Context: an optimization exercise on an open-source flow, tuned for small area, a short achievable clock period and few clock cycles. The choices shown serve that exercise and are no tape-out recipe. The RTL was checked by simulation tests, not by an equivalence proof against the original design. Power is estimated from default activity; no workload was simulated.

== the previous run ==
==> flow/design.v <==
package pcfs_pkg;
    localparam int TIME_W = 32;
    localparam int PER_W  = 14;
    localparam int ID_W   = 29;
    localparam int DATA_W = 64;
    localparam int KIND_W = 2;
    localparam int FRAME_W = 1 + ID_W + DATA_W;
    localparam int RAW_W   = 32;
    localparam int BUS_BIT = 29;
    localparam logic [PER_W-1:0] MIN_PERIOD = PER_W'(10);
    localparam int DEF_MAX_MSGS = 16;
    localparam logic [KIND_W-1:0] KIND_TICK  = 2'd0;
    localparam logic [KIND_W-1:0] KIND_ADD   = 2'd1;
    localparam logic [KIND_W-1:0] KIND_CLEAR = 2'd2;
endpackage
module pcfs_cell (
    input  logic                          i_clk,
    input  logic                          i_wr,
    input  logic [pcfs_pkg::PER_W-1:0]    i_wr_period,
    input  logic [pcfs_pkg::FRAME_W-1:0]  i_wr_frame,
    input  logic                          i_ls_wr,
    input  logic [pcfs_pkg::TIME_W-1:0]   i_ls_data,
    input  logic [pcfs_pkg::TIME_W-1:0]   i_t,
    input  logic [pcfs_pkg::TIME_W-pcfs_pkg::PER_W-1:0] i_t_hi_m1,
    output logic                          o_due,
    output logic [pcfs_pkg::FRAME_W-1:0]  o_frame
);
    localparam int LO = pcfs_pkg::PER_W;
    localparam int HI = pcfs_pkg::TIME_W - pcfs_pkg::PER_W;
    logic [pcfs_pkg::TIME_W-1:0]  r_last_sent;
    logic [pcfs_pkg::PER_W-1:0]   r_period;
    logic [pcfs_pkg::FRAME_W-1:0] r_frame;
    always_ff @(posedge i_clk) begin
        if (i_ls_wr) begin
            r_last_sent <= i_ls_data;
        end
    end
    always_ff @(posedge i_clk) begin
        if (i_wr) begin
            r_period <= i_wr_period;
            r_frame  <= i_wr_frame;
        end
    end
    function automatic logic carry_tree(input logic [15:0] g_in, input logic [15:0] p_in);
        logic [15:0] g, p;
        g = g_in;
        p = p_in;
        for (int w = 1; w < 16; w = w * 2) begin
            for (int i = 0; i + w < 16; i = i + 2 * w) begin
                g[i] = g[i + w] | (p[i + w] & g[i]);
                p[i] = p[i + w] & p[i];
            end
        end
        carry_tree = g[0];
    endfunction
    logic [LO-1:0] tl, ll, pp, s, cy;
    logic [15:0]   bg, bp, cg, cp;
    logic          borrow, c_top, eq0, eq1;
    always_comb begin
        tl = i_t[LO-1:0];
        ll = r_last_sent[LO-1:0];
        pp = r_period;
        bg = '0;
        bp = '1;
        for (int i = 0; i < LO; i++) begin
            bg[i] = ~tl[i] & ll[i];
            bp[i] = ~tl[i] | ll[i];
        end
        borrow = carry_tree(bg, bp);
        s  = tl ^ ~ll ^ ~pp;
        cy = (tl & ~ll) | (tl & ~pp) | (~ll & ~pp);
        cg = '0;
        cp = '1;
        cg[0] = s[0];
        for (int i = 1; i < LO; i++) begin
            cg[i] = s[i] & cy[i-1];
            cp[i] = s[i] | cy[i-1];
        end
        c_top = carry_tree(cg, cp);
    end
    assign eq0 = (i_t[pcfs_pkg::TIME_W-1:LO] == r_last_sent[pcfs_pkg::TIME_W-1:LO]);
    assign eq1 = (i_t_hi_m1 == r_last_sent[pcfs_pkg::TIME_W-1:LO]);
    assign o_due   = !(borrow ? (eq1 && !(cy[LO-1] | c_top))
                              : (eq0 && !(cy[LO-1] & c_top)));
    assign o_frame = r_frame;
endmodule
module periodic_can_frame_scheduler_core #(
    parameter int MAX_MSGS = pcfs_pkg::DEF_MAX_MSGS
) (
    input  logic                          i_clk,
    input  logic                          i_rst_n,
    input  logic                          start,
    output logic                          busy,
    input  logic [pcfs_pkg::KIND_W-1:0]   i_kind,
    input  logic [pcfs_pkg::TIME_W-1:0]   i_now_ms,
    input  logic                          i_ignition_on,
    input  logic [pcfs_pkg::RAW_W-1:0]    i_raw_id,
    input  logic [pcfs_pkg::PER_W-1:0]    i_period_ms,
    input  logic [pcfs_pkg::DATA_W-1:0]   i_payload,
    output logic                          o_strobe,
    output logic                          o_bus_select,
    output logic [pcfs_pkg::ID_W-1:0]     o_frame_id,
    output logic [pcfs_pkg::DATA_W-1:0]   o_frame_data,
    output logic                          o_last
);
    localparam int CNT_W = $clog2(MAX_MSGS + 1);
    localparam int TW    = pcfs_pkg::TIME_W;
    localparam int LO    = pcfs_pkg::PER_W;
    logic [CNT_W-1:0]             r_count;
    logic [TW-1:0]                r_t;
    logic [TW-1:0]                r_exp;
    logic                         r_dv;
    logic [MAX_MSGS-1:0]          r_due;
    logic [MAX_MSGS-1:0]          r_pend;
    logic                         r_ev1;
    logic                         r_ev2;
    logic                         r_busy;
    logic                         r_strobe;
    logic [MAX_MSGS-1:0]          r_rem;
    logic [pcfs_pkg::FRAME_W-1:0] r_frame;
    logic [MAX_MSGS-1:0]          due;
    logic [MAX_MSGS-1:0]          gt;
    logic [MAX_MSGS-1:0]          dfirst;
    logic [MAX_MSGS-1:0]          rfirst;
    logic [MAX_MSGS-1:0]          nsel;
    logic [MAX_MSGS-1:0]          sent;
    logic [TW-1:0]                t_sent;
    logic [TW-1:0]                ls_data;
    logic [TW-LO-1:0]             t_hi_m1;
    logic [pcfs_pkg::FRAME_W-1:0] frame_q [MAX_MSGS];
    logic [pcfs_pkg::FRAME_W-1:0] frame_nxt;
    logic [pcfs_pkg::PER_W-1:0]   wr_period;
    logic                         acc;
    logic                         tick_acc;
    logic                         add_acc;
    logic                         clr_acc;
    logic                         on_time;
    logic                         live;
    logic                         resolve;
    logic                         stream;
    assign acc       = start && !r_busy;
    assign tick_acc  = acc && (i_kind == pcfs_pkg::KIND_TICK);
    assign add_acc   = acc && (i_kind == pcfs_pkg::KIND_ADD) &&
                       (r_count < CNT_W'(MAX_MSGS));
    assign clr_acc   = acc && (i_kind == pcfs_pkg::KIND_CLEAR);
    assign live      = i_ignition_on && (r_count != '0);
    assign wr_period = (i_period_ms < pcfs_pkg::MIN_PERIOD) ? pcfs_pkg::MIN_PERIOD
                                                            : i_period_ms;
    assign t_sent  = r_exp - TW'(1);
    assign t_hi_m1 = r_t[TW-1:LO] - (TW-LO)'(1);
    assign on_time = (i_now_ms == r_exp);
    assign resolve = r_ev2 || (tick_acc && live && r_dv && on_time);
    assign sent    = resolve ? r_due : '0;
    assign ls_data = i_rst_n ? t_sent : '0;
    always_comb begin
        for (int k = 0; k < MAX_MSGS; k++) begin
            gt[k] = due[k] && (k < int'(r_count)) && !r_pend[k];
        end
    end
    assign dfirst = r_due & (~r_due + MAX_MSGS'(1));
    assign rfirst = r_rem & (~r_rem + MAX_MSGS'(1));
    for (genvar k = 0; k < MAX_MSGS; k++) begin : g_cell
        pcfs_cell u_cell (
            .i_clk       (i_clk),
            .i_wr        (add_acc && (r_count == CNT_W'(k))),
            .i_wr_period (wr_period),
            .i_wr_frame  ({i_raw_id[pcfs_pkg::BUS_BIT], i_raw_id[pcfs_pkg::ID_W-1:0],
                           i_payload}),
            .i_ls_wr     (r_pend[k] || !i_rst_n),
            .i_ls_data   (ls_data),
            .i_t         (r_t),
            .i_t_hi_m1   (t_hi_m1),
            .o_due       (due[k]),
            .o_frame     (frame_q[k])
        );
    end
    always_ff @(posedge i_clk) begin
        if (!i_rst_n) begin
            r_count <= '0;
        end else if (clr_acc) begin
            r_count <= '0;
        end else if (add_acc) begin
            r_count <= r_count + CNT_W'(1);
        end
    end
    always_ff @(posedge i_clk) begin
        if (!i_rst_n) begin
            r_t    <= '0;
            r_exp  <= '0;
            r_dv   <= 1'b0;
            r_due  <= '0;
            r_pend <= '0;
        end else begin
            r_pend <= sent;
            if (resolve) begin
                r_due <= gt & ~sent;
                r_t   <= r_t + TW'(1);
                r_exp <= r_t;
            end else if (r_ev1 || (tick_acc && !r_dv && on_time)) begin
                r_due <= gt;
                r_dv  <= 1'b1;
                r_t   <= r_t + TW'(1);
            end else if (tick_acc && !on_time) begin
                r_t   <= i_now_ms;
                r_exp <= i_now_ms;
                r_dv  <= 1'b0;
            end else if (tick_acc) begin
                r_due <= gt;
                r_t   <= r_t + TW'(1);
                r_exp <= r_t;
            end else if (add_acc || clr_acc) begin
                r_t   <= r_exp;
                r_dv  <= 1'b0;
            end else if (!r_dv && !r_busy) begin
                r_due <= gt;
                r_dv  <= 1'b1;
                r_t   <= r_t + TW'(1);
            end
        end
    end
    always_ff @(posedge i_clk) begin
        if (!i_rst_n) begin
            r_ev1    <= 1'b0;
            r_ev2    <= 1'b0;
            r_busy   <= 1'b0;
            r_strobe <= 1'b0;
            r_rem    <= '0;
        end else begin
            r_ev1 <= 1'b0;
            r_ev2 <= 1'b0;
            if (resolve) begin
                r_rem    <= r_due & ~dfirst;
                r_strobe <= (r_due != '0);
                r_busy   <= ((r_due & ~dfirst) != '0);
            end else if (r_ev1 || (tick_acc && live)) begin
                r_ev1    <= tick_acc && !on_time;
                r_ev2    <= r_ev1 || on_time;
                r_rem    <= '0;
                r_strobe <= 1'b0;
                r_busy   <= 1'b1;
            end else begin
                r_rem    <= r_rem & ~rfirst;
                r_strobe <= (r_rem != '0);
                r_busy   <= ((r_rem & ~rfirst) != '0);
            end
        end
    end
    assign stream = r_busy && !r_ev1 && !r_ev2;
    assign nsel   = stream ? rfirst : dfirst;
    always_comb begin
        frame_nxt = '0;
        for (int k = 0; k < MAX_MSGS; k++) begin
            frame_nxt = frame_nxt | (nsel[k] ? frame_q[k] : '0);
        end
    end
    always_ff @(posedge i_clk) begin
        r_frame <= frame_nxt;
    end
    assign busy         = r_busy;
    assign o_strobe     = r_strobe;
    assign o_last       = !r_busy;
    assign o_bus_select = r_frame[pcfs_pkg::FRAME_W-1];
    assign o_frame_id   = r_frame[pcfs_pkg::DATA_W +: pcfs_pkg::ID_W];
    assign o_frame_data = r_frame[pcfs_pkg::DATA_W-1:0];
endmodule
export LEC_CHECK = 0
export CAP_MARGIN = 20
export CORE_MARGIN = 2
export CORE_UTILIZATION = 45
export SETUP_SLACK_MARGIN = 2.5
export SLEW_MARGIN = 20
create_clock -name core_clock -period 6.0 [get_ports {i_clk}]
run.sh (not shown) runs the stock make flow with config.mk's settings and CLKGATE_MAP_FILE= SYNTH_SCRIPT=/design/flow/synth_recipe.tcl, a recipe that flattens the netlist after the stock synthesis.
Inputs modified between the previous run and the current run:
--- a/flow/design.v
+++ b/flow/design.v
@@ -109,5 +109,4 @@
     logic [CNT_W-1:0]             r_count;
     logic [TW-1:0]                r_t;
-    logic [TW-1:0]                r_exp;
     logic                         r_dv;
     logic [MAX_MSGS-1:0]          r_due;
@@ -125,5 +124,7 @@
     logic [MAX_MSGS-1:0]          nsel;
     logic [MAX_MSGS-1:0]          sent;
-    logic [TW-1:0]                t_sent;
+    logic [TW-1:0]                t_m1;
+    logic [TW-1:0]                t_m2;
+    logic [TW-1:0]                t_exp;
     logic [TW-1:0]                ls_data;
     logic [TW-LO-1:0]             t_hi_m1;
@@ -147,10 +148,12 @@
     assign wr_period = (i_period_ms < pcfs_pkg::MIN_PERIOD) ? pcfs_pkg::MIN_PERIOD
                                                             : i_period_ms;
-    assign t_sent  = r_exp - TW'(1);
+    assign t_m1    = r_t - TW'(1);
+    assign t_m2    = r_t - TW'(2);
+    assign t_exp   = r_dv ? t_m1 : r_t;
     assign t_hi_m1 = r_t[TW-1:LO] - (TW-LO)'(1);
-    assign on_time = (i_now_ms == r_exp);
+    assign on_time = (i_now_ms == t_exp);
     assign resolve = r_ev2 || (tick_acc && live && r_dv && on_time);
     assign sent    = resolve ? r_due : '0;
-    assign ls_data = i_rst_n ? t_sent : '0;
+    assign ls_data = i_rst_n ? t_m2 : '0;
     always_comb begin
         for (int k = 0; k < MAX_MSGS; k++) begin
@@ -187,5 +190,4 @@
         if (!i_rst_n) begin
             r_t    <= '0;
-            r_exp  <= '0;
             r_dv   <= 1'b0;
             r_due  <= '0;
@@ -196,5 +198,4 @@
                 r_due <= gt & ~sent;
                 r_t   <= r_t + TW'(1);
-                r_exp <= r_t;
             end else if (r_ev1 || (tick_acc && !r_dv && on_time)) begin
                 r_due <= gt;
@@ -203,12 +204,10 @@
             end else if (tick_acc && !on_time) begin
                 r_t   <= i_now_ms;
-                r_exp <= i_now_ms;
                 r_dv  <= 1'b0;
             end else if (tick_acc) begin
                 r_due <= gt;
                 r_t   <= r_t + TW'(1);
-                r_exp <= r_t;
             end else if (add_acc || clr_acc) begin
-                r_t   <= r_exp;
+                r_t   <= t_exp;
                 r_dv  <= 1'b0;
             end else if (!r_dv && !r_busy) begin
The current run ends up with higher y dimension of the die than the previous run does. In the current run the pre-CTS setup slack turned out 0.13 ns lower than in the previous run. In the flow results for the current run and the previous run, the clock buffer count is smaller on the current run. Diff the previous run -> the current run | minimum clock period | increase of 0.12 ns. From the previous run to the current run the numbers moved as follows: part of the total power dissipated in combinational logic now sits higher; total routing usage reported by global routing shows an increase of 0.19 points; cell area shows an increase of about 5%; routed via count higher; number of cell rows grew by 2. Worst hold slack: the current run vs the previous run down 0.060 ns. The current run leaves less setup margin than the previous run.
Testbench counts of the current run, summed over its fixed seeds: cycles 6,117.

## port drivers added, routing unchanged
How much do the figures lean on ideal ports? The routed layouts below were timed once more, with nothing changed but the port constraints. Step 1, drivers: a clkbuf_16 drives i_clk and a buf_2 each remaining input, both assumed. Step 2 moves the port delays by t, midway between the first and last clock arrival at a register: inputs arrive t later, outputs are due t later. That takes back most of the time a late clock gives input paths. Three values: ideal ports, drivers, drivers and shift; two values: the first two.
| run | t, ns | slack for setup (ns) | latest minus earliest clock arrival (ns) | slew at the worst register clock pin (ns) | pins driven straight from the clock port |
|---|---|---|---|---|---|
| the previous run | 1.028 | 2.338 / 2.338 / 1.516 | 0.098 / 0.097 | 0.07 / 0.07 | 1 |
| the current run | 0.984 | 2.214 / 2.214 / 1.365 | 0.097 / 0.097 | 0.07 / 0.07 | 1 |
After both steps setup and hold are still met in every run listed. For the current run, which loses most, drivers alone change the setup slack by 0.000 ns; drivers and shift together by -0.849 ns.
